This is an optimization exercise on Yosys and OpenROAD, whose aim is small area and a short achievable clock period, not a production implementation. In this exercise RTL edits were held to simulation tests only and were not proved equivalent to the original. No run shown here takes its clock network from TritonCTS; it comes from the design's own scripts or RTL. The clock input has no modelled driver; a real chip could not lean on it and would need a root buffer or a full tree. Power and IR drop assume default switching activity.

**design/flow/flow/run.sh**
```bash
#!/bin/bash
# Standard layout with three changes:
#  * the pins of each data bit are kept together (flow/pins.tcl);
#  * port buffers are buf_1 cells instead of the delay buffers buffer_ports
#    picks by default;
#  * the clock tree is four buf_16 fed by the clock port, each driving two
#    buf_16 that each drive
#    one eighth of the flip-flops (flow/mycts.tcl), in place of
#    the CTS H-tree, followed by the usual post-CTS timing repair.
set -e
here=$(pwd)
export BUFFER_PORTS_ARGS="-buffer_cell sky130_fd_sc_hd__buf_1"
export PRE_IO_PLACEMENT_TCL=$here/flow/pins.tcl
bash standard.sh place > standard_place.log 2>&1
export RES=$here/orfs/results/sky130hd/matrix_ctrl/base
export NROOT=4
export NLEAF=8
export CLKROOT_CELL=sky130_fd_sc_hd__buf_16
export CLKBUF_CELL=sky130_fd_sc_hd__buf_16
export MY_SETUP_MARGIN=${MY_SETUP_MARGIN:-1.25}
export MY_TNS_END=${MY_TNS_END:-100}
openroad -no_init -exit flow/mycts.tcl > mycts.log 2>&1
bash standard.sh finish > standard_finish.log 2>&1
```
**design/flow/flow/mycts.tcl**
```tcl
# A shallow clock tree: NROOT buffers fed straight from the clock port, each
# feeding leaf buffers over nearby flip-flops, then the post-CTS timing repair.
set res $::env(RES)
set pdir /OpenROAD-flow-scripts/flow/platforms/sky130hd
read_lef $pdir/lef/sky130_fd_sc_hd.tlef
read_lef $pdir/lef/sky130_fd_sc_hd_merged.lef
read_liberty $pdir/lib/sky130_fd_sc_hd__tt_025C_1v80.lib
read_db $res/3_place.odb
read_sdc $res/3_place.sdc
source $pdir/setRC.tcl
set_dont_use [get_lib_cells {*probe* *lpflow*}]

set block [ord::get_db_block]
set clknet [$block findNet clk]
set sinks {}
foreach it [$clknet getITerms] {
  set inst [$it getInst]
  set bb [$inst getBBox]
  lappend sinks [list [expr {([$bb xMin]+[$bb xMax])/2}] [expr {([$bb yMin]+[$bb yMax])/2}] [$inst getName] [[$it getMTerm] getName]]
}
set n [llength $sinks]
puts "clock sinks: $n"
# recursive bisection of the sinks into NLEAF groups (a power of two),
# cutting each group across its longer side
proc bisect {g depth} {
  if {$depth == 0} { return [list $g] }
  set xs {}; set ys {}
  foreach s $g { lappend xs [lindex $s 0]; lappend ys [lindex $s 1] }
  set xs [lsort -integer $xs]; set ys [lsort -integer $ys]
  set dx [expr {[lindex $xs end] - [lindex $xs 0]}]
  set dy [expr {[lindex $ys end] - [lindex $ys 0]}]
  set idx [expr {$dx >= $dy ? 0 : 1}]
  set srt [lsort -integer -index $idx $g]
  set h [expr {[llength $srt] / 2}]
  return [concat [bisect [lrange $srt 0 [expr {$h-1}]] [expr {$depth-1}]] \
                 [bisect [lrange $srt $h end] [expr {$depth-1}]]]
}
# NROOT buffers fed by the clock port, each over one part of the sinks; with
# NLEAF above NROOT, each root feeds NLEAF/NROOT leaf buffers over sub-parts
proc log2 {n} { return [expr {int(log($n)/log(2) + 0.5)}] }
set root_master [[ord::get_db] findMaster $::env(CLKROOT_CELL)]
set leaf_master [[ord::get_db] findMaster $::env(CLKBUF_CELL)]
proc add_buf {master name innet sinks} {
  global block
  set buf [odb::dbInst_create $block $master $name]
  set net [odb::dbNet_create $block net_$name]
  $net setSigType CLOCK
  [$buf findITerm A] connect $innet
  [$buf findITerm X] connect $net
  set sxs 0; set sys 0
  foreach s $sinks {
    lassign $s x y iname pin
    set it [[$block findInst $iname] findITerm $pin]
    $it disconnect
    $it connect $net
    set sxs [expr {$sxs + $x}]; set sys [expr {$sys + $y}]
  }
  set cx [expr {$sxs / [llength $sinks]}]
  set cy [expr {$sys / [llength $sinks]}]
  $buf setLocation $cx $cy
  $buf setPlacementStatus PLACED
  puts "$name: [llength $sinks] sinks at $cx $cy"
  return [list $net $cx $cy]
}
set nroot $::env(NROOT)
set nleaf $::env(NLEAF)
set k 0
foreach rg [bisect $sinks [log2 $nroot]] {
  if {$nleaf <= $nroot} {
    add_buf $root_master clkbuf_root_$k $clknet $rg
  } else {
    # make the root first with the group's sinks, then move them to leaves
    set r [add_buf $root_master clkbuf_root_$k $clknet $rg]
    set rnet [lindex $r 0]
    set j 0
    foreach lg [bisect $rg [log2 [expr {$nleaf / $nroot}]]] {
      add_buf $leaf_master clkbuf_leaf_${k}_$j $rnet $lg
      incr j
    }
  }
  incr k
}
$clknet setSigType CLOCK
set_propagated_clock [all_clocks]
set_placement_padding -global -left 0 -right 0
detailed_placement
estimate_parasitics -placement
report_clock_min_period
report_worst_slack -max
set rt_args [list -setup_margin $::env(MY_SETUP_MARGIN) -hold_margin 0 -repair_tns $::env(MY_TNS_END) -verbose]
if {[info exists ::env(MY_SEQUENCE)] && $::env(MY_SEQUENCE) != ""} { lappend rt_args -sequence $::env(MY_SEQUENCE) }
repair_timing {*}$rt_args
detailed_placement
check_placement -verbose
estimate_parasitics -placement
report_worst_slack -max
report_worst_slack -min
report_design_area
write_db $res/4_1_cts.odb
file copy -force $res/4_1_cts.odb $res/4_cts.odb
write_sdc $res/4_cts.sdc
```
**design/flow/flow/pins.tcl**
```tcl
# Keep each bit's read-data inputs next to its operand outputs, so that the
# operand multiplexer of each bit sits by its own pins.
for {set i 0} {$i < 64} {incr i} {
  set_io_pin_constraint -group -order -pin_names [list \
    "mem_rd_data_0\[$i\]" "a_data\[$i\]" "mem_rd_data_1\[$i\]" "b_data\[$i\]" \
    "mem_rd_data_2\[$i\]" "c_data\[$i\]" "mem_rd_data_3\[$i\]"]
}
```
**design/flow/standard.sh**
```bash
#!/bin/bash
# synth_recipe.tcl (not shown) runs the flow's synth.tcl, then flattens the netlist and writes it again
# the make line also repeats each setting of config.mk as NAME=value (left out here)
make -C /OpenROAD-flow-scripts/flow DESIGN_CONFIG=/design/flow/config.mk WORK_HOME=/design/flow/orfs CLKGATE_MAP_FILE= SYNTH_SCRIPT=/design/flow/synth_recipe.tcl "${@:-finish}"
```
**design/flow/config.mk**
```make
export PLATFORM = sky130hd
export DESIGN_NAME = matrix_ctrl
export DESIGN_NICKNAME = matrix_ctrl
export VERILOG_FILES = /design/flow/design.v
export SDC_FILE = /design/flow/constraint.sdc
export NUM_CORES = 4
export LEC_CHECK = 0
export CAP_MARGIN = 20
export CORE_MARGIN = 2
export CORE_UTILIZATION = 40
export PLACE_DENSITY = 0.6
export SETUP_SLACK_MARGIN = 0.0
export SLEW_MARGIN = 20
```
**design/flow/constraint.sdc**
```tcl
create_clock -name core_clock -period 3.5 [get_ports {clk}]
set_input_delay 0.7000 -clock core_clock [delete_from_list [all_inputs] [get_ports {clk}]]
set_output_delay 0.7000 -clock core_clock [all_outputs]
set_load 0.01 [all_outputs]
```
**design/flow/design.v**
```verilog
package mcu_pkg;
    typedef logic [28-1:0]       inst_t;
    typedef logic [12-1:0]       addr_t;
    typedef logic [(12 + 2)-1:0]        ptr_t;
    typedef logic [64-1:0]       data_t;
    typedef logic [6-1:0] upc_t;
    typedef logic [14-1:0]      uinst_t;
    typedef logic [11-1:0]       loop_t;
    typedef enum logic [1:0] {
        ST_IDLE,
        ST_FETCH,
        ST_DECODE,
        ST_EXEC
    } ctrl_state_t;
endpackage
module matrix_ctrl (
    input  logic            clk,
    input  logic            rstn,
    input  mcu_pkg::inst_t  inst,
    input  logic            inst_valid,
    input  mcu_pkg::data_t  mem_rd_data_0,
    input  mcu_pkg::data_t  mem_rd_data_1,
    input  mcu_pkg::data_t  mem_rd_data_2,
    input  mcu_pkg::data_t  mem_rd_data_3,
    output mcu_pkg::addr_t  mem_addr_0,
    output mcu_pkg::addr_t  mem_addr_1,
    output mcu_pkg::addr_t  mem_addr_2,
    output mcu_pkg::addr_t  mem_addr_3,
    output logic            mem_wr_en_0,
    output logic            mem_wr_en_1,
    output logic            mem_wr_en_2,
    output logic            mem_wr_en_3,
    output mcu_pkg::data_t  a_data,
    output mcu_pkg::data_t  b_data,
    output mcu_pkg::data_t  c_data,
    output logic            macs_en,
    output logic            macs_signal,
    output logic            finish
);
    localparam logic [3:0] S_IDLE  = 4'd0,
                           S_FETCH = 4'd1,
                           S_D0    = 4'd2,
                           S_D1    = 4'd3,
                           S_D2    = 4'd4,
                           S_D3    = 4'd5,
                           S_D4    = 4'd6,
                           S_D5    = 4'd7,
                           S_E0    = 4'd8,
                           S_MARK0 = 4'd9,
                           S_MARK1 = 4'd10,
                           S_MAC0  = 4'd11,
                           S_MAC1  = 4'd12,
                           S_WEN   = 4'd13,
                           S_DONE  = 4'd14;
    logic [3:0]  state, next_state;
    logic [11:0] a_q, b_q, c_q;           
    logic [3:0]  a_n, b_n, c_n;           
    logic        hc;                      
    logic        nc0;                     
    logic [3:0]  rb, ra;                  
    logic [13:0] s1, s2, s3;              
    logic [11:0] idx;                     
    logic [10:0] cnt;                     
    logic        msig;
    logic        ten;                     
    logic        mac_q, wen_q, done_q;    
    wire st_fetch = (state == S_FETCH);
    wire st_d0    = (state == S_D0);
    wire st_d1    = (state == S_D1);
    wire st_d2    = (state == S_D2);
    wire st_d5    = (state == S_D5);
    wire st_idle  = (state == S_IDLE);
    wire last     = (cnt == 11'd1);
    always_comb begin
        case (state)
            S_IDLE:  next_state = S_FETCH;
            S_FETCH: next_state = inst_valid ? S_D0 : S_FETCH;
            S_D0:    next_state = S_D1;
            S_D1:    next_state = S_D2;
            S_D2:    next_state = S_D3;
            S_D3:    next_state = S_D4;
            S_D4:    next_state = S_D5;
            S_D5:    next_state = S_E0;
            S_E0:    next_state = cnt[10] ? S_DONE : S_MARK0;
            S_MARK0: next_state = S_MARK1;
            S_MARK1: next_state = S_MAC0;
            S_MAC0:  next_state = S_MAC1;
            S_MAC1:  next_state = S_WEN;
            S_WEN:   next_state = last ? S_DONE : S_MARK1;
            default: next_state = S_IDLE;
        endcase
    end
    wire [3:0] a_oh_n = st_d5 ? (4'b0001 << s3[13:12]) : ~a_n;
    wire [3:0] b_oh_n = st_d5 ? (4'b0001 << s2[13:12]) : ~b_n;
    wire [3:0] c_oh_n = st_d5 ? (4'b0001 << s1[13:12]) : ~c_n;
    wire       ten_n  = st_d0 | st_d1 | st_d2;
    wire       hc_n   = c_oh_n[2] | c_oh_n[3];
    logic [3:0] rb_n, ra_n;
    always_comb begin
        for (int p = 0; p < 4; p++) begin
            rb_n[p] = (hc_n == p[1]) ? 1'b0 : b_oh_n[p];
            ra_n[p] = (hc_n == p[1]) ? 1'b0 : (a_oh_n[p] & ~b_oh_n[p]);
        end
        rb_n[0] = rb_n[0] & ~ten_n;
        ra_n[0] = ra_n[0] & ~ten_n;
    end
    always_ff @(posedge clk or negedge rstn) begin
        if (!rstn) begin
            state  <= S_IDLE;
            msig   <= 1'b0;
            ten    <= 1'b0;
            mac_q  <= 1'b0;
            wen_q  <= 1'b0;
            done_q <= 1'b0;
            a_q    <= '0;
            b_q    <= '0;
            c_q    <= '0;
            a_n    <= 4'b1110;
            b_n    <= 4'b1110;
            c_n    <= 4'b1110;
            hc     <= 1'b0;
            nc0    <= 1'b0;
            rb     <= '0;
            ra     <= '0;
        end else begin
            state  <= next_state;
            ten    <= ten_n;
            mac_q  <= (next_state == S_MAC0) | (next_state == S_MAC1);
            wen_q  <= (next_state == S_WEN);
            done_q <= (next_state == S_DONE);
            if (st_idle) msig <= 1'b0;
            else if (st_fetch && inst_valid) msig <= (inst[27:25] == 3'b100) & inst[12];
            a_n    <= ~a_oh_n;
            b_n    <= ~b_oh_n;
            c_n    <= ~c_oh_n;
            hc     <= hc_n;
            nc0    <= hc_n | ten_n;
            rb     <= rb_n;
            ra     <= ra_n;
            if (st_d5) begin
                a_q <= s3[11:0];
                b_q <= s2[11:0];
                c_q <= s1[11:0];
            end else begin
                if (mac_q) begin
                    a_q <= a_q + 1'b1;
                    b_q <= b_q + 1'b1;
                end
                if (wen_q) c_q <= c_q + 1'b1;
            end
        end
    end
    always_ff @(posedge clk) begin
        s1 <= mem_rd_data_0[13:0];
        s2 <= s1;
        s3 <= s2;
        if (st_fetch) idx <= inst[24:13];
        else if (ten) idx <= {idx[7:0], 4'd0};    
        if (st_fetch) begin
            cnt <= {inst[27:25] != 3'b100, 4'd0, inst[11:6]};
        end else if (wen_q) begin
            cnt <= cnt - 1'b1;
        end
    end
    assign macs_signal = msig & ~st_d0;    
    assign macs_en     = mac_q;
    assign finish      = done_q;
    wire [3:0] c_oh = ~c_n;
    assign mem_wr_en_0 = wen_q & c_oh[1];
    assign mem_wr_en_1 = wen_q & c_oh[0];
    assign mem_wr_en_2 = wen_q & c_oh[3];
    assign mem_wr_en_3 = wen_q & c_oh[2];
    assign mem_addr_0 = ({12{~nc0}} & c_q) | ({12{rb[0]}} & b_q) | ({12{ra[0]}} & a_q) |
                        {8'd0, {4{ten}} & idx[11:8]};
    assign mem_addr_1 = ({12{~hc}} & c_q) | ({12{rb[1]}} & b_q) | ({12{ra[1]}} & a_q);
    assign mem_addr_2 = ({12{hc}} & c_q) | ({12{rb[2]}} & b_q) | ({12{ra[2]}} & a_q);
    assign mem_addr_3 = ({12{hc}} & c_q) | ({12{rb[3]}} & b_q) | ({12{ra[3]}} & a_q);
    assign a_data = (mem_rd_data_0 | {64{a_n[0]}}) & (mem_rd_data_1 | {64{a_n[1]}}) &
                    (mem_rd_data_2 | {64{a_n[2]}}) & (mem_rd_data_3 | {64{a_n[3]}});
    assign b_data = (mem_rd_data_0 | {64{b_n[0]}}) & (mem_rd_data_1 | {64{b_n[1]}}) &
                    (mem_rd_data_2 | {64{b_n[2]}}) & (mem_rd_data_3 | {64{b_n[3]}});
    assign c_data = (mem_rd_data_0 | {64{c_n[0]}}) & (mem_rd_data_1 | {64{c_n[1]}}) &
                    (mem_rd_data_2 | {64{c_n[2]}}) & (mem_rd_data_3 | {64{c_n[3]}});
endmodule
```
==> results of run 1 <==
==> flip-flops by register name, indices dropped and copies added (netlist names), named ones only <==
signal	flops
cnt	11
idx	12
a_n	4
done_q	1
s1	14
wen_q	1
b_n	4
a_q	12
hc	1
rb	4
ten	1
s3	14
b_q	12
c_q	12
msig	1
mac_q	1
c_n	2
state	4
ra	4
s2	14
nc0	1
==> synthesized netlist by cell type, types with 3 or more instances <==
master      n  area share (%)
nor4_1      3            0.20
nor3_1      9            0.48
o31ai_1     4            0.32
dfxtp_1    46             9.8
a31oi_1    11            0.73
a222oi_1   12             1.3
a22oi_1    32             2.6
nand3_1    13            0.69
buf_2      12            0.64
nand2_1   110             4.4
nor3b_2     4            0.53
buf_6       4            0.48
buf_4       4            0.32
o22ai_1   385              26
edfxtp_1   19             6.1
xor2_1     15             1.4
and3_1      7            0.47
dfrtp_1    58              15
ha_1        5            0.67
buf_1      25             1.0
nor2_1    229             9.1
nand4_1    12            0.80
and4_1      3            0.28
a21oi_1     3            0.16
mux2i_1     3            0.32
clkbuf_1   83             3.3
nor3b_1     3            0.24
dfstp_2     9             2.5
xnor2_1    26             2.4
inv_1      37             1.5
o21ai_0    64             3.4
a221o_1     4            0.43
==> per-layer routing <==
layer	part of all wire (%)	wire [um]
met5	0	0
met4	2.2	940
met3	10	4316
met2	44	18890
met1	44	18650
==> area by class of cell <==
cell class              count  area, um2
flip-flops and latches    132       3213
inverters                  38      142.6
fillers                  2355      10910
plain buffers              12      330.3
repair buffers            583       2734
multi-input cells         984       5538
well taps                 319      399.1
==> where the power goes <==
part           switching, uW  total, uW  internal, uW
clock network            513       1270           761
registers               1060       3200          2140
logic                   5240       8380          3130
total                   6810      12900          6040
==> worst paths after layout <==
| path | cells past startpoint | endpoint | startpoint |
|---|---|---|---|
| worst max-delay path | 3 | mem_addr_3[7] | hc$_DFF_PN0_ |
| worst min-delay path | 0 | s3[11]$_DFF_P_ | s2[11]$_DFF_P_ |
| worst max register to register | 3 | idx[4]$_DFFE_PP_ | state[1]$_DFF_PN0_ |
| worst min register to register | 0 | s3[11]$_DFF_P_ | s2[11]$_DFF_P_ |
| max in group asynchronous | 2 | a_n[3]$_DFF_PN1_ | rstn |
| min in group asynchronous | 1 | msig$_DFFE_PN0P_ | rstn |
==> metrics by stage <==
| step | cells | utilization, % |
|---|---|---|
| 6_report | 2068 | 53.12 |
| 5_1_grt | 2068 | 53.12 |
| 3_5_place_dp | 2031 | 49.86 |
| 3_3_place_gp | 2031 | 49.86 |
| 2_1_floorplan | 1282 | - |
==> cell families (layout without fill, tap and decap cells) <==
kind of cell / count (synthesis) / count (layout)
AND/OR/NAND/NOR: 409 / 409
flip-flops: 132 / 132
multiplexers: 3 / 3
XOR/XNOR: 41 / 41
AO/OA/AOI/OAI: 526 / 526
adder cells (fa/ha/maj): 5 / 5
buffers and inverters: 166 / 633
==> summary.txt, run 1 <==
outcome=no timing/DRC/antenna violations; Syn-to-layout area delta=31.49%; syn_nets=1574; dpl ws=1.074 ns; gr ovfl total=0; 1st-iter DRT viols=1451; Peak VDD IR=0.4158 mV; # setup viols final=0; PD cells=1040 nW/um2; Hold Slack=0.3507 ns; CP Cell Sequence=a222oi_1, inv_1, buf_1; setup TNS=0 ns; worst path required time=2.80 ns; flop-to-flop setup slack=1.22 ns; num rows=56; Worst-path clk slew=0.07 ns; placed cell area=11600 um2; Crit. End Element=output port; post-synth cell types=52; GRT met2 Usage=49.43%; most frequent cells in the layout=buf_1 (518), o22ai_1 (385), nor2_1 (229), nand2_1 (110), o21ai_0 (62); largest family of logic cells by synthesized area=compound AO/OA/AOI/OAI gates; RSZ-0062 raised after global routing=no; Final Total Pwr=12850 uW; crit path kind=reg -> out; type of the most critical hold path=reg -> reg; global routing's busiest layer=met2; Die X=157.3 um; IO buf count=527; adder-cell share of the synthesized area=0.6657%; fmax=434.2 MHz; hpwl dp=28930 um; largest net degree at the start of global routing=52; static leakage=0.004381 uW; DRC Markers=0; Design Area, Final=12360 um2; cell area after synthesis=9398 um2; Worst path slowest cell=dfrtp_4; Synth Area in Compound Gates=35.49%; Max Slew Vio Count=0; fin worst setup slack=1.197 ns; Routability Congestion=0.9101; most common cell after layout, fill and taps aside=buf_1; Synth Area in XOR/XNOR=3.821%; fin crit share=65.81%; WP data arrival=1.60 ns; vias=12600; core area=23260 um2; Max-slew headroom=48.50%; Die ar.=24740 um2; antenna viol nets, final=0; Avg Synthesized Cell Area=7.331 um2; max-capacitance violation count=0; layout cells sized above 1=6.003%; TritonRoute pass-1 iters=8; vias per inst=6.092; final worst path period need=2.303 ns; first-pass GRT wire length=63050 um; Inserted Diodes=0; EDFF count, synth=19; met1 Resource Use GR=47.63%; CP max FO=36; Worst Max-Slew Pin Slew=0.7725 ns; Final Hold Viols=0; Seq/Total Area, Yosys=33.83%; Cells after Synth=1282; # IOs=534; vias in the first global route=11410; clk latency of the worst-skew pair=0.24 ns; Post-Route WL=42800 um; Top FF cell, synth=dfrtp_1; simple-gate share of the synthesized area=18.60%; yosys warns=1; multiplexer share of the synthesized area=0.3195%; CP startpoint kind=flip-flop; Overall Global Routing Usage=32.04%; GR Util met3=3.855%; Post-synth ARST share=50.76%; WL per Instance=20.70 um; initial antenna violation count=0; Die Ht=157.3 um; CP peak stage delay=0.62 ns; Yosys reg bits=132; CP Buf/Inv Count=2; skew final=0.01599 ns; Final #Nets=2043; Worst path top cell family by delay=flip-flops; Starting Density=40.40%
==> run 2: changes to the inputs <==
--- a/design/flow/config.mk
+++ b/design/flow/config.mk
@@ -6,4 +6,5 @@
 export NUM_CORES = 4
 export LEC_CHECK = 0
+export ABC_CLOCK_PERIOD_IN_PS = 1500
 export CAP_MARGIN = 20
 export CORE_MARGIN = 2
==> run 2 against run 1 <==
Routed wire length is the same. Area after synthesis unchanged. Global-route usage stayed put. Largest cell class unchanged. Sequential power about the same. Maximum frequency is the same. Via count unchanged.
==> summary.txt, run 2 <==
Top FF cell, synth=dfrtp_1; yosys warns=1 (unchanged); Filler Cells Inserted=2355 (unchanged); fin crit share=65.81% (unchanged); top-count cell post-synth=o22ai_1; Routability Congestion=0.9101 (unchanged); vias per inst=6.092 (unchanged); Die ar.=24740 um2 (unchanged); # IOs=534 (unchanged); Peak VDD IR=0.4158 mV (unchanged); Synth Area in Compound Gates=35.49% (unchanged); area of the multi-input gates=5538 um2 (unchanged); Yosys reg bits=132 (unchanged); Die X=157.3 um (unchanged); CP startpoint kind=flip-flop; area leader, netlist=o22ai_1; dpl ws=1.074 ns (unchanged); WP data arrival=1.60 ns (about the same); final worst path period need=2.303 ns (unchanged); type of the most critical hold path=reg -> reg; CP max FO=36 (unchanged); skew final=0.01599 ns (unchanged); 1st-iter DRT viols=1451 (unchanged); worst r2r path cells=3 (unchanged); Synth Area in XOR/XNOR=3.821% (unchanged); Post-Route WL=42800 um (unchanged); ranking of synthesized cells by area=o22ai_1 (26%), dfrtp_1 (15%), dfxtp_1 (9.8%), nor2_1 (9.1%), edfxtp_1 (6.1%); vias in the first global route=11410 (unchanged); clk latency of the worst-skew pair=0.24 ns (about the same); area share of the largest cell type after synthesis=25.63% (unchanged); Crit. End Element=output port; Final Hold Viols=0 (unchanged); vias=12600 (unchanged); fin worst setup slack=1.197 ns (unchanged); Worst Max-Slew Pin Slew=0.7725 ns (unchanged); IO buf count=527 (unchanged); crit path kind=reg -> out; register area=3213 um2 (unchanged); static leakage=0.004381 uW (unchanged); post-synth cell types=52 (unchanged); hpwl dp=28930 um (unchanged); Seq/Total Area, Yosys=33.83% (unchanged); EDFF count, synth=19 (unchanged); Starting Density=40.40% (unchanged); cell area after synthesis=9398 um2 (unchanged); antenna viol nets, final=0 (unchanged); Max-slew headroom=48.50% (unchanged); TritonRoute pass-1 iters=8 (unchanged); gr ovfl total=0 (unchanged); Syn-to-layout area delta=31.49% (unchanged); num rows=56 (unchanged); DRC Markers=0 (unchanged); WHS Path Cells=0 (unchanged); fmax=434.2 MHz (unchanged); Die Ht=157.3 um (unchanged); worst path required time=2.80 ns (about the same); setup TNS=0 ns (unchanged); most frequent cells in the layout=buf_1 (518), o22ai_1 (385), nor2_1 (229), nand2_1 (110), o21ai_0 (62); simple-gate share of the synthesized area=18.60% (unchanged); Final #Nets=2043 (unchanged); Avg Synthesized Cell Area=7.331 um2 (unchanged); Worst-path clk slew=0.07 ns (about the same); outcome=no timing/DRC/antenna violations; adder-cell share of the synthesized area=0.6657% (unchanged); Inserted Diodes=0 (unchanged); PD cells=1040 nW/um2 (unchanged); Overall Global Routing Usage=32.04% (unchanged); most common cell after layout, fill and taps aside=buf_1; core area=23260 um2 (unchanged); Hold Slack=0.3507 ns (unchanged); RSZ-0062 raised after global routing=no; largest net degree at the start of global routing=52 (unchanged); Commonest cells post-synth=o22ai_1 (385), nor2_1 (229), nand2_1 (110), clkbuf_1 (83), o21ai_0 (64); Cells after Synth=1282 (unchanged); Max Slew Vio Count=0 (unchanged); first-pass GRT wire length=63050 um (unchanged); initial antenna violation count=0 (unchanged); layout cells sized above 1=6.003% (unchanged); largest family of logic cells by synthesized area=compound AO/OA/AOI/OAI gates; final core utilization=53.12% (unchanged); max-capacitance violation count=0 (unchanged); WL per Instance=20.70 um (unchanged); syn_nets=1574 (unchanged); # setup viols final=0 (unchanged); Post-synth ARST share=50.76% (unchanged); multiplexer share of the synthesized area=0.3195% (unchanged); leading registers by flop count=s1: 14 flops, s2: 14 flops, s3: 14 flops
## run 2: cell counts after synthesis
No cell type changed its count.
## run 2: where the power goes
| part | internal (uW) | switching [uW] |
|---|---|---|
| Combinational | 3130 | 5240 |
| Sequential | 2140 | 1060 |
| Clock | 761 | 513 |
| Total | 6040 | 6810 |
## run 2: layout make-up
cell class | count | share of cell area [%]
well taps | 319 | 3.230
repair buffers | 583 | 22.12
multi-input cells | 984 | 44.82
inverters | 38 | 1.154
plain buffers | 12 | 2.673
flip-flops and latches | 132 | 26.00
## run 2: critical path, cell delays in order, from the launching register on
cell and delay (ns):
dfrtp_4 0.62, a222oi_1 0.51, inv_1 0.08, buf_1 0.14
## run 2: worst paths after layout
check,from,end,slack (ns)
hold reg to reg,s2[11]$_DFF_P_,s3[11]$_DFF_P_,0.35
min in group asynchronous,rstn,msig$_DFFE_PN0P_,0.53
hold / removal,s2[11]$_DFF_P_,s3[11]$_DFF_P_,0.35
setup / recovery,hc$_DFF_PN0_,mem_addr_3[7],1.20
setup reg to reg,state[1]$_DFF_PN0_,idx[4]$_DFFE_PP_,1.22
max in group asynchronous,rstn,a_n[3]$_DFF_PN1_,2.15
## run 2: cell families after synthesis
family                     Yosys count
AOI/OAI and AO/OA                  526
xor gates and xnor gates            41
adders and majority gates            5
buffers and inverters              166
DFF                                132
muxes                                3
and+or+nand+nor                    409
## run 2: metal layers
metal  vias to the layer above  GRT usage, %  routed length [um]
li1                       5807             -                   -
met1                      5908         47.63               18650
met2                       788         49.43               18890
met3                        96         3.855                4316
met4                         0         7.576                 940
met5                         -             0                   0
## run 2: per-stage QoR
stage               instances  area, um2  total power [uW]
detailed placement       2031      11600             10820
global route             2068      12360             13710
floorplan                1282       9398              7729
global placement         2031      11600             10720
finish                   2068      12360             12850
==> run 3: changes to the inputs <==
--- a/design/flow/config.mk
+++ b/design/flow/config.mk
@@ -6,9 +6,8 @@
 export NUM_CORES = 4
 export LEC_CHECK = 0
-export ABC_CLOCK_PERIOD_IN_PS = 1500
 export CAP_MARGIN = 20
 export CORE_MARGIN = 2
 export CORE_UTILIZATION = 40
-export PLACE_DENSITY = 0.6
+export PLACE_DENSITY = 0.8
 export SETUP_SLACK_MARGIN = 0.0
 export SLEW_MARGIN = 20
==> run 3 against run 2 <==
Total power decreased by 1.9%. Sequential power about the same. Flip-flop and latch count unchanged. Largest cell class unchanged.
==> summary.txt, run 3 <==
Syn-to-layout area delta=29.82%; # IOs=534 (unchanged); WHS Path Cells=0 (unchanged); DRC Markers=0 (unchanged); Overall Global Routing Usage=29.10% (-2.9 points); layout cells sized above 1=4.671% (-1.3 points); Die ar.=24740 um2 (unchanged); area share of the largest cell type after synthesis=25.63% (unchanged); Peak VDD IR=0.5461 mV (+31%); Yosys reg bits=132 (unchanged); WP data arrival=1.61 ns (about the same); Inserted Diodes=0 (unchanged); Routability Congestion=0.9242 (+1.5%); core area=23260 um2 (unchanged); cell area after synthesis=9398 um2 (unchanged); 1st-iter DRT viols=1682 (+16%); PD cells=1033 nW/um2 (-0.67%); outcome=no timing/DRC/antenna violations; dpl ws=1.023 ns (-0.05129 ns); hpwl dp=26100 um (-9.8%); fin worst setup slack=1.187 ns (-0.009300 ns); clk latency of the worst-skew pair=0.23 ns (about the same); vias per inst=6.287 (+3.2%); Max-slew headroom=43.35% (-5.1 points); first-pass GRT wire length=58060 um (-7.9%); vias=12910 (+2.5%); Final Hold Viols=0 (unchanged); top-count cell post-synth=o22ai_1; gr ovfl total=0 (unchanged); # setup viols final=0 (unchanged); register area=3213 um2 (unchanged); most common cell after layout, fill and taps aside=buf_1; most frequent cells in the layout=buf_1 (526), o22ai_1 (385), nor2_1 (229), nand2_1 (110), o21ai_0 (64); Cells after Synth=1282 (unchanged); static leakage=0.004273 uW (-2.5%); Post-Route WL=40050 um (-6.4%); Worst Hold Launch=s2[8]$_DFF_P_; Worst Max-Slew Pin Slew=0.8497 ns (+0.07716 ns); Starting Density=40.40% (unchanged); antenna viol nets, final=0 (unchanged); leading registers by flop count=s1: 14 flops, s2: 14 flops, s3: 14 flops; RSZ-0062 raised after global routing=no; type of the most critical hold path=reg -> reg; initial antenna violation count=0 (unchanged); final core utilization=52.45% (-0.67 points); worst r2r path cells=4 (+1); Final #Nets=2028 (-0.73%); Avg Synthesized Cell Area=7.331 um2 (unchanged); Filler Cells Inserted=2208 (-6.2%); Commonest cells post-synth=o22ai_1 (385), nor2_1 (229), nand2_1 (110), clkbuf_1 (83), o21ai_0 (64); ranking of synthesized cells by area=o22ai_1 (26%), dfrtp_1 (15%), dfxtp_1 (9.8%), nor2_1 (9.1%), edfxtp_1 (6.1%); final worst path period need=2.313 ns (+0.009300 ns); area leader, netlist=o22ai_1; skew final=0.007462 ns (-0.008531 ns); Max Slew Vio Count=0 (unchanged); Post-synth ARST share=50.76% (unchanged); area of the multi-input gates=5539 um2 (about the same); worst path required time=2.80 ns (about the same); IO buf count=527 (unchanged); EDFF count, synth=19 (unchanged); Seq/Total Area, Yosys=33.83% (unchanged); Top FF cell, synth=dfrtp_1; Crit. End Element=output port; flop-to-flop setup slack=1.27 ns (+0.05 ns); crit path capture=mem_addr_1[8]; fin crit share=66.07% (+0.27 points); fmax=432.4 MHz (-0.40%); vias in the first global route=11370 (-0.27%); post-synth cell types=52 (unchanged); crit path kind=reg -> out; Die Ht=157.3 um (unchanged); Reg-to-Reg Start=state[1]$_DFF_PN0_; WL per Instance=19.51 um (-5.8%); syn_nets=1574 (unchanged); Critical R2R Capture=cnt[5]$_DFFE_PP_; yosys warns=1 (unchanged); Die X=157.3 um (unchanged); Worst-path clk slew=0.07 ns (about the same); CP max FO=12 (-67%); Final Total Pwr=12610 uW (-1.9%); CP startpoint=rb[1]$_DFF_PN0_; setup TNS=0 ns (unchanged); largest net degree at the start of global routing=68 (+31%); CP startpoint kind=flip-flop; TritonRoute pass-1 iters=9 (+1); max-capacitance violation count=0 (unchanged); num rows=56 (unchanged)
==> run 3: cell counts after synthesis <==
Identical to the previous run, type by type.
==> run 3: worst max-delay path: stages (launching register included) <==
cell	delay, ns
dfrtp_1	0.74
a22oi_1	0.18
o21ai_0	0.13
buf_1	0.32
==> run 3: power by group <==
part,switching [uW],internal [uW],leakage (uW),total (uW)
Combinational,5130,3010,0.00273,8140
Clock,518,762,0.000152,1280
Sequential,1040,2140,0.00140,3180
==> run 3: worst min path at each step <==
stage,endpoint
floorplan,s2[0]$_DFF_P_
global placement,s2[7]$_DFF_P_
detailed placement,s3[0]$_DFF_P_
global route,s3[8]$_DFF_P_
finish,s3[8]$_DFF_P_
==> run 3: final cells by class <==
type	count	share of cell area [%]
timing repair buffer	568	21.12
buffer	12	2.707
multi-input combinational	984	45.40
sequential	132	26.34
inverter	38	1.169
tap	319	3.271
==> run 3: stage by stage <==
step,cell area (um2),std cells,hold slack (ns)
floorplan,9398,1282,0.3306
global placement,11520,2020,0.3351
detailed placement,11520,2020,0.3388
global route,12200,2053,0.3639
finish,12200,2053,0.3551
==> run 3: logic make-up after synthesis <==
kind of cell | count (synthesis) | synth area share, %
compound gates | 526 | 35.49
simple gates | 409 | 18.60
buf+inv | 166 | 7.269
flops | 132 | 33.83
xor+xnor | 41 | 3.821
fa+ha+maj | 5 | 0.6657
mux | 3 | 0.3195
==> run 3: per-layer routing <==
layer | vias to the layer above | part of all wire [%] | track usage [%]
met1 | 5860 | 37 | 38.55
met5 | - | 0 | 0
li1 | 5789 | - | -
met4 | 0 | 4.2 | 12.29
met2 | 1064 | 45 | 45.89
met3 | 195 | 13 | 6.333
==> run 4: changes to the inputs <==
--- a/design/flow/flow/pins.tcl
+++ b/design/flow/flow/pins.tcl
@@ -6,2 +6,8 @@
     "mem_rd_data_2\[$i\]" "c_data\[$i\]" "mem_rd_data_3\[$i\]"]
 }
+# The four port addresses of each bit share their sources (bit j of the a, b
+# and c pointers), so keep them together too.
+for {set j 0} {$j < 12} {incr j} {
+  set_io_pin_constraint -group -order -pin_names [list \
+    "mem_addr_0\[$j\]" "mem_addr_1\[$j\]" "mem_addr_2\[$j\]" "mem_addr_3\[$j\]"]
+}
==> run 4 against run 3 <==
Sequential power rose by 2%. First-iteration DRC count rose by 8.6%. Core utilization barely moved. Flip-flop and latch count did not move. Critical path type unchanged. Worst setup slack got worse by 0.10 ns. Clock power barely moved. Die area did not move. Largest cell class unchanged. Still clean on timing, DRC and antenna. Critical path depth did not move. Register-to-register slack got worse by 0.03 ns. Total power barely moved.
==> summary.txt, run 4 <==
outcome=no timing/DRC/antenna violations; WHS Path Cells=0 (unchanged); antenna viol nets, final=0 (unchanged); Cell Int Power=5923 uW (about the same); cell area after synthesis=9398 um2 (unchanged); vias=12920 (+0.054%); Die X=157.3 um (unchanged); syn_nets=1574 (unchanged); setup TNS=0 ns (unchanged); IO buf count=527 (unchanged); Syn-to-layout area delta=29.89% (about the same); Crit. End Element=output port; core area=23260 um2 (unchanged); max-capacitance violation count=0 (unchanged); Combinational Power Share=64.3% (-0.3 points); Final Hold Viols=0 (unchanged); leading registers by flop count=s1: 14 flops, s2: 14 flops, s3: 14 flops; fmax=413.8 MHz (-4.3%); fin crit share=69.04% (+3.0 points); area leader, netlist=o22ai_1; DRC Markers=0 (unchanged); post-synth cell types=52 (unchanged); yosys warns=1 (unchanged); Final #Nets=2025 (-0.15%); WHS Endpoint=s3[4]$_DFF_P_; Switching Share=53.03% (about the same); CP max FO=12 (unchanged); Peak VDD IR=0.5067 mV (-7.2%); most common cell after layout, fill and taps aside=buf_1; RSZ-0062 raised after global routing=no; top-count cell post-synth=o22ai_1; worst r2r path cells=5 (+1); num rows=56 (unchanged); Seq/Total Area, Yosys=33.83% (unchanged); switching pwr=6688 uW (about the same); type of the most critical hold path=reg -> reg; Max-slew headroom=37.22% (-6.1 points); Cells after Synth=1282 (unchanged); static leakage=0.004270 uW (about the same); Worst Hold Launch=s2[4]$_DFF_P_; Post-synth ARST share=50.76% (unchanged); gr ovfl total=0 (unchanged); Max Slew Vio Count=0 (unchanged); register area=3217 um2 (+0.12%); EDFF count, synth=19 (unchanged); Inserted Diodes=0 (unchanged); TritonRoute pass-1 iters=6 (-3); area share of the largest cell type after synthesis=25.63% (unchanged); Yosys reg bits=132 (unchanged); flop-to-flop setup slack=1.24 ns (-0.03 ns); Worst Max-Slew Pin Slew=0.9417 ns (+0.09197 ns); area of the multi-input gates=5537 um2 (about the same); worst path required time=2.80 ns (about the same); Top FF cell, synth=dfrtp_1; WL per Instance=19.67 um (+0.83%); WP data arrival=1.72 ns (+0.11 ns); clk latency of the worst-skew pair=0.23 ns (about the same); Clk pwr share=10.1% (about the same); Filler Cells Inserted=2235 (+1.2%); Hold Slack=0.3539 ns (-0.001164 ns); ranking of synthesized cells by area=o22ai_1 (26%), dfrtp_1 (15%), dfxtp_1 (9.8%), nor2_1 (9.1%), edfxtp_1 (6.1%); Seq pwr share=25.6% (+0.3 points); Die ar.=24740 um2 (unchanged); layout cells sized above 1=4.448% (-0.22 points); Reg-to-Reg Start=state[0]$_DFF_PN0_; CP startpoint kind=flip-flop; Commonest cells post-synth=o22ai_1 (385), nor2_1 (229), nand2_1 (110), clkbuf_1 (83), o21ai_0 (64); first-pass GRT wire length=58820 um (+1.3%); final worst path period need=2.416 ns (+0.1040 ns); # IOs=534 (unchanged); vias in the first global route=11640 (+2.4%); Critical R2R Capture=ra[0]$_DFF_PN0_; Routability Congestion=0.8831 (-4.4%); Avg Synthesized Cell Area=7.331 um2 (unchanged); PD cells=1033 nW/um2 (about the same); 1st-iter DRT viols=1826 (+8.6%); Post-Route WL=40330 um (+0.69%); skew final=0.008131 ns (+0.0006687 ns); Overall Global Routing Usage=29.32% (+0.22 points); Die Ht=157.3 um (unchanged); crit path kind=reg -> out; vias per inst=6.300 (+0.20%); # setup viols final=0 (unchanged); Worst-path clk slew=0.07 ns (about the same); hpwl dp=26290 um (+0.74%); most frequent cells in the layout=buf_1 (526), o22ai_1 (385), nor2_1 (229), nand2_1 (110), o21ai_0 (64); Starting Density=40.40% (unchanged); largest net degree at the start of global routing=41 (-40%); initial antenna violation count=0 (unchanged)
[run 4: worst max path at each step]
| stage | from | end | cells past startpoint |
|---|---|---|---|
| floorplan | a_n[1]$_DFF_PN1_ | a_data[10] | 4 |
| global placement | a_n[2]$_DFF_PN1_ | a_data[8] | 4 |
| detailed placement | b_n[1]$_DFF_PN1_ | b_data[61] | 4 |
| global route | b_n[2]$_DFF_PN1_ | b_data[3] | 4 |
| finish | rb[3]$_DFF_PN0_ | mem_addr_3[8] | 3 |
[run 4: layer usage]
metal	wire (um)	global-route usage, %
met5	0	0
met4	1501	11.77
met3	4933	3.744
met2	18670	48.12
met1	15220	39.19
[run 4: kinds of logic after synthesis]
kind of cell | share of synthesized area [%]
flip-flops | 33.83
adder cells (fa/ha/maj) | 0.6657
multiplexers | 0.3195
AND/OR/NAND/NOR | 18.60
AO/OA/AOI/OAI | 35.49
XOR/XNOR | 3.821
buffers and inverters | 7.269
[run 4: stage by stage]
step	instances	util (%)	area, um2	power, uW	worst slack [ns]
2_1_floorplan	1282	-	9398	7729	1.418
3_3_place_gp	2019	49.47	11510	10410	1.023
3_5_place_dp	2019	49.47	11510	10560	1.029
5_1_grt	2050	52.47	12210	13360	1.038
6_report	2050	52.47	12210	12610	1.084
[run 4: cell type report]
| cell class | count | area share, % |
|---|---|---|
| tap | 319 | 3.270 |
| inverter | 38 | 1.169 |
| timing repair buffer | 565 | 21.15 |
| multi-input combinational | 984 | 45.36 |
| sequential | 132 | 26.35 |
| buffer | 12 | 2.706 |
[run 4: worst max-delay path, stage by stage (launching register included)]
cell      delay (ns)
dfrtp_1         0.62
a222oi_1        0.59
inv_1           0.08
buf_1           0.19
[run 4: power groups by stage]
stage               Sequential [uW]  Combinational [uW]  Clock, uW
finish                         3230                8110       1270
global route                   3290                8730       1350
detailed placement             3510                7040          0
global placement               3490                6930          0
floorplan                      2440                5280          0
==> run 5: changes to the inputs <==
--- a/design/flow/flow/run.sh
+++ b/design/flow/flow/run.sh
@@ -4,6 +4,6 @@
 #  * port buffers are buf_1 cells instead of the delay buffers buffer_ports
 #    picks by default;
-#  * the clock tree is four buf_16 fed by the clock port, each driving two
-#    buf_16 that each drive
+#  * the clock tree is four buf_8 fed by the clock port, each driving two
+#    buf_8 that each drive
 #    one eighth of the flip-flops (flow/mycts.tcl), in place of
 #    the CTS H-tree, followed by the usual post-CTS timing repair.
@@ -16,6 +16,6 @@
 export NROOT=4
 export NLEAF=8
-export CLKROOT_CELL=sky130_fd_sc_hd__buf_16
-export CLKBUF_CELL=sky130_fd_sc_hd__buf_16
+export CLKROOT_CELL=sky130_fd_sc_hd__buf_8
+export CLKBUF_CELL=sky130_fd_sc_hd__buf_8
 export MY_SETUP_MARGIN=${MY_SETUP_MARGIN:-1.25}
 export MY_TNS_END=${MY_TNS_END:-100}
==> design/flow/flow/pins.tcl (replaced) <==
# Keep each bit's read-data inputs next to its operand outputs, so that the
# operand multiplexer of each bit sits by its own pins.
for {set i 0} {$i < 64} {incr i} {
  set_io_pin_constraint -group -order -pin_names [list \
    "mem_rd_data_0\[$i\]" "a_data\[$i\]" "mem_rd_data_1\[$i\]" "b_data\[$i\]" \
    "mem_rd_data_2\[$i\]" "c_data\[$i\]" "mem_rd_data_3\[$i\]"]
}
==> run 5 against run 4 <==
Synthesized cell count unchanged. Worst hold slack got worse by 0.0019 ns. Routed wire length decreased by 0.96%. Register-to-register slack improved by 0.04 ns. Clock skew increased by 0.0040 ns. Core utilization decreased by 0.64 points. Critical path depth unchanged. Global-route usage decreased by 0.41 points. Area after synthesis unchanged. Critical path type unchanged. Largest cell class unchanged.
==> summary.txt, run 5 <==
top-count cell post-synth=o22ai_1; Max-slew headroom=42.56% (+5.3 points); Cells after Synth=1282 (unchanged); CP Buf/Inv Count=2 (unchanged); Worst path top cell family by delay=compound AO/OA/AOI/OAI gates; static leakage=0.004214 uW (-1.3%); PD cells=1010 nW/um2 (-2.3%); Clk pwr share=6.9% (-3.2 points); IO buf count=527 (unchanged); gr ovfl total=0 (unchanged); Switching Share=54.49% (+1.5 points); CP peak stage delay=0.61 ns (about the same); # IOs=534 (unchanged); worst path required time=2.80 ns (about the same); yosys warns=1 (unchanged); antenna viol nets, final=0 (unchanged); area of the multi-input gates=5539 um2 (about the same); Die X=157.3 um (unchanged); CP max FO=19 (+7); Final #Nets=2029 (+0.20%); # setup viols final=0 (unchanged); max-capacitance violation count=0 (unchanged); Filler Cells Inserted=2244 (+0.40%); Top FF cell, synth=dfrtp_1; fin crit share=67.64% (-1.4 points); switching pwr=6634 uW (-0.80%); Avg Synthesized Cell Area=7.331 um2 (unchanged); Starting Density=40.40% (unchanged); Cell Int Power=5540 uW (-6.5%); GR Util met3=6.057% (+2.3 points); Worst Max-Slew Pin Slew=0.8616 ns (-0.08003 ns); Peak VDD IR=0.5064 mV (about the same); Inserted Diodes=0 (unchanged); ranking of synthesized cells by area=o22ai_1 (26%), dfrtp_1 (15%), dfxtp_1 (9.8%), nor2_1 (9.1%), edfxtp_1 (6.1%); skew final=0.01210 ns (+0.003971 ns); 1st-iter DRT viols=1624 (-11%); clk latency of the worst-skew pair=0.23 ns (about the same); register area=3213 um2 (-0.12%); vias per inst=6.293 (-0.11%); setup TNS=0 ns (unchanged); flop-to-flop setup slack=1.28 ns (+0.04 ns); Die Ht=157.3 um (unchanged); final worst path period need=2.367 ns (-0.04904 ns); met1 Resource Use GR=38.78% (-0.41 points); leading registers by flop count=s1: 14 flops, s2: 14 flops, s3: 14 flops; area share of the largest cell type after synthesis=25.63% (unchanged); most frequent cells in the layout=buf_1 (526), o22ai_1 (385), nor2_1 (229), nand2_1 (110), o21ai_0 (64); Combinational Power Share=67.0% (+2.7 points); Crit. End Element=output port; TritonRoute pass-1 iters=9 (+3); CP startpoint kind=flip-flop; type of the most critical hold path=reg -> reg; fin worst setup slack=1.133 ns (+0.04904 ns); dpl ws=1.023 ns (-0.005400 ns); num rows=56 (unchanged); EDFF count, synth=19 (unchanged); vias in the first global route=11350 (-2.6%); DRC Markers=0 (unchanged); most common cell after layout, fill and taps aside=buf_1; Post-synth ARST share=50.76% (unchanged); post-synth cell types=52 (unchanged); Worst-path clk slew=0.09 ns (+0.02 ns); GRT met2 Usage=45.66% (-2.5 points); Final Hold Viols=0 (unchanged); largest net degree at the start of global routing=68 (+66%); Seq pwr share=26.1% (+0.5 points); WL per Instance=19.44 um (-1.2%); Routability Congestion=0.9242 (+4.7%); WP data arrival=1.67 ns (-0.05 ns); Seq/Total Area, Yosys=33.83% (unchanged); Overall Global Routing Usage=28.91% (-0.41 points); Post-Route WL=39940 um (-0.96%); initial antenna violation count=0 (unchanged); outcome=no timing/DRC/antenna violations; Syn-to-layout area delta=28.31%; syn_nets=1574 (unchanged); area leader, netlist=o22ai_1; core area=23260 um2 (unchanged); Yosys reg bits=132 (unchanged); layout cells sized above 1=4.726% (+0.28 points); crit path kind=reg -> out; Die ar.=24740 um2 (unchanged); fmax=422.4 MHz (+2.1%); hpwl dp=26100 um (-0.74%); RSZ-0062 raised after global routing=no; CP Cell Sequence=a222oi_1, inv_1, buf_1; global routing's busiest layer=met2; Commonest cells post-synth=o22ai_1 (385), nor2_1 (229), nand2_1 (110), clkbuf_1 (83), o21ai_0 (64); cell area after synthesis=9398 um2 (unchanged); Worst path slowest cell=a222oi_1; vias=12930 (+0.085%); first-pass GRT wire length=57700 um (-1.9%); Max Slew Vio Count=0 (unchanged)
[run 5: final timing paths]
check	cells past startpoint	startpoint	to
max	3	hc$_DFF_PN0_	mem_addr_3[7]
min	0	s2[0]$_DFF_P_	s3[0]$_DFF_P_
max reg2reg	6	state[0]$_DFF_PN0_	rb[0]$_DFF_PN0_
min reg2reg	0	s2[0]$_DFF_P_	s3[0]$_DFF_P_
max in group asynchronous	2	rstn	a_n[0]$_DFF_PN0_
min in group asynchronous	2	rstn	c_q[6]$_DFFE_PN0P_
[run 5: metrics by stage]
stage	cell area [um2]	utilization [%]	hold WS [ns]	power, uW	std cells
6_report	12060	51.83	0.3521	12170	2054
5_1_grt	12060	51.83	0.3655	12940	2054
3_5_place_dp	11520	49.51	0.3388	10580	2020
3_3_place_gp	11520	49.51	0.3351	10450	2020
2_1_floorplan	9398	-	0.3306	7729	1282
[run 5: final cells by class]
cell class / count / area share, %
Multi-Input combinational cell: 984 / 45.94
Sequential cell: 132 / 26.65
Timing Repair Buffer: 569 / 21.43
Tap cell: 319 / 3.310
Buffer: 12 / 1.494
Inverter: 38 / 1.183
[run 5: logic make-up (layout without fill, tap and decap cells)]
| family | count (synthesis) | after routing | share of synthesized area, % |
|---|---|---|---|
| and+or+nand+nor | 409 | 409 | 18.60 |
| buffers and inverters | 166 | 619 | 7.269 |
| AOI/OAI and AO/OA | 526 | 526 | 35.49 |
| DFF | 132 | 132 | 33.83 |
| adders and majority gates | 5 | 5 | 0.6657 |
| xor gates and xnor gates | 41 | 41 | 3.821 |
| muxes | 3 | 3 | 0.3195 |
[run 5: power by group through the flow]
stage / Combinational [uW] / Sequential, uW / Clock (uW)
floorplan: 5280 / 2440 / 0
global placement: 7040 / 3410 / 0
detailed placement: 7140 / 3440 / 0
global route: 8790 / 3240 / 906
finish: 8160 / 3180 / 842
[run 5: metal layers]
| metal | up-vias | wire length [um] |
|---|---|---|
| met5 | - | 0 |
| met4 | 0 | 1416 |
| met3 | 182 | 5609 |
| met2 | 1106 | 18170 |
| met1 | 5850 | 14740 |
| li1 | 5788 | - |

[static timing again, ports no longer ideal]
Ports are ideal in the flow. The routed layouts listed here were re-timed in OpenROAD.
Step 1, drivers: a clkbuf_16 drives clk and a buf_2 each remaining input, both assumed.
Step 2, shift: input delay + t, output delay - t, t = (earliest + latest rising clock arrival at the registers) / 2. This alone moves slack from input paths to output paths.
a / b / c = ideal ports / drivers / drivers and shift; a / b = the first two.
run | shift t [ns] | setup WS [ns] | hold slack, ns | worst register clock-pin slew, ns
run 1 | 0.351 | 1.197 / 1.079 / 1.222 | 0.351 / 0.351 / 0.351 | 0.07 / 0.07
run 2 | 0.351 | 1.197 / 1.079 / 1.222 | 0.351 / 0.351 / 0.351 | 0.07 / 0.07
run 3 | 0.341 | 1.187 / 1.077 / 1.268 | 0.355 / 0.355 / 0.355 | 0.07 / 0.07
run 4 | 0.333 | 1.084 / 0.979 / 1.240 | 0.354 / 0.354 / 0.354 | 0.07 / 0.07
run 5 | 0.314 | 1.133 / 1.043 / 1.276 | 0.352 / 0.352 / 0.352 | 0.10 / 0.10
After both steps every run listed still meets setup and hold.
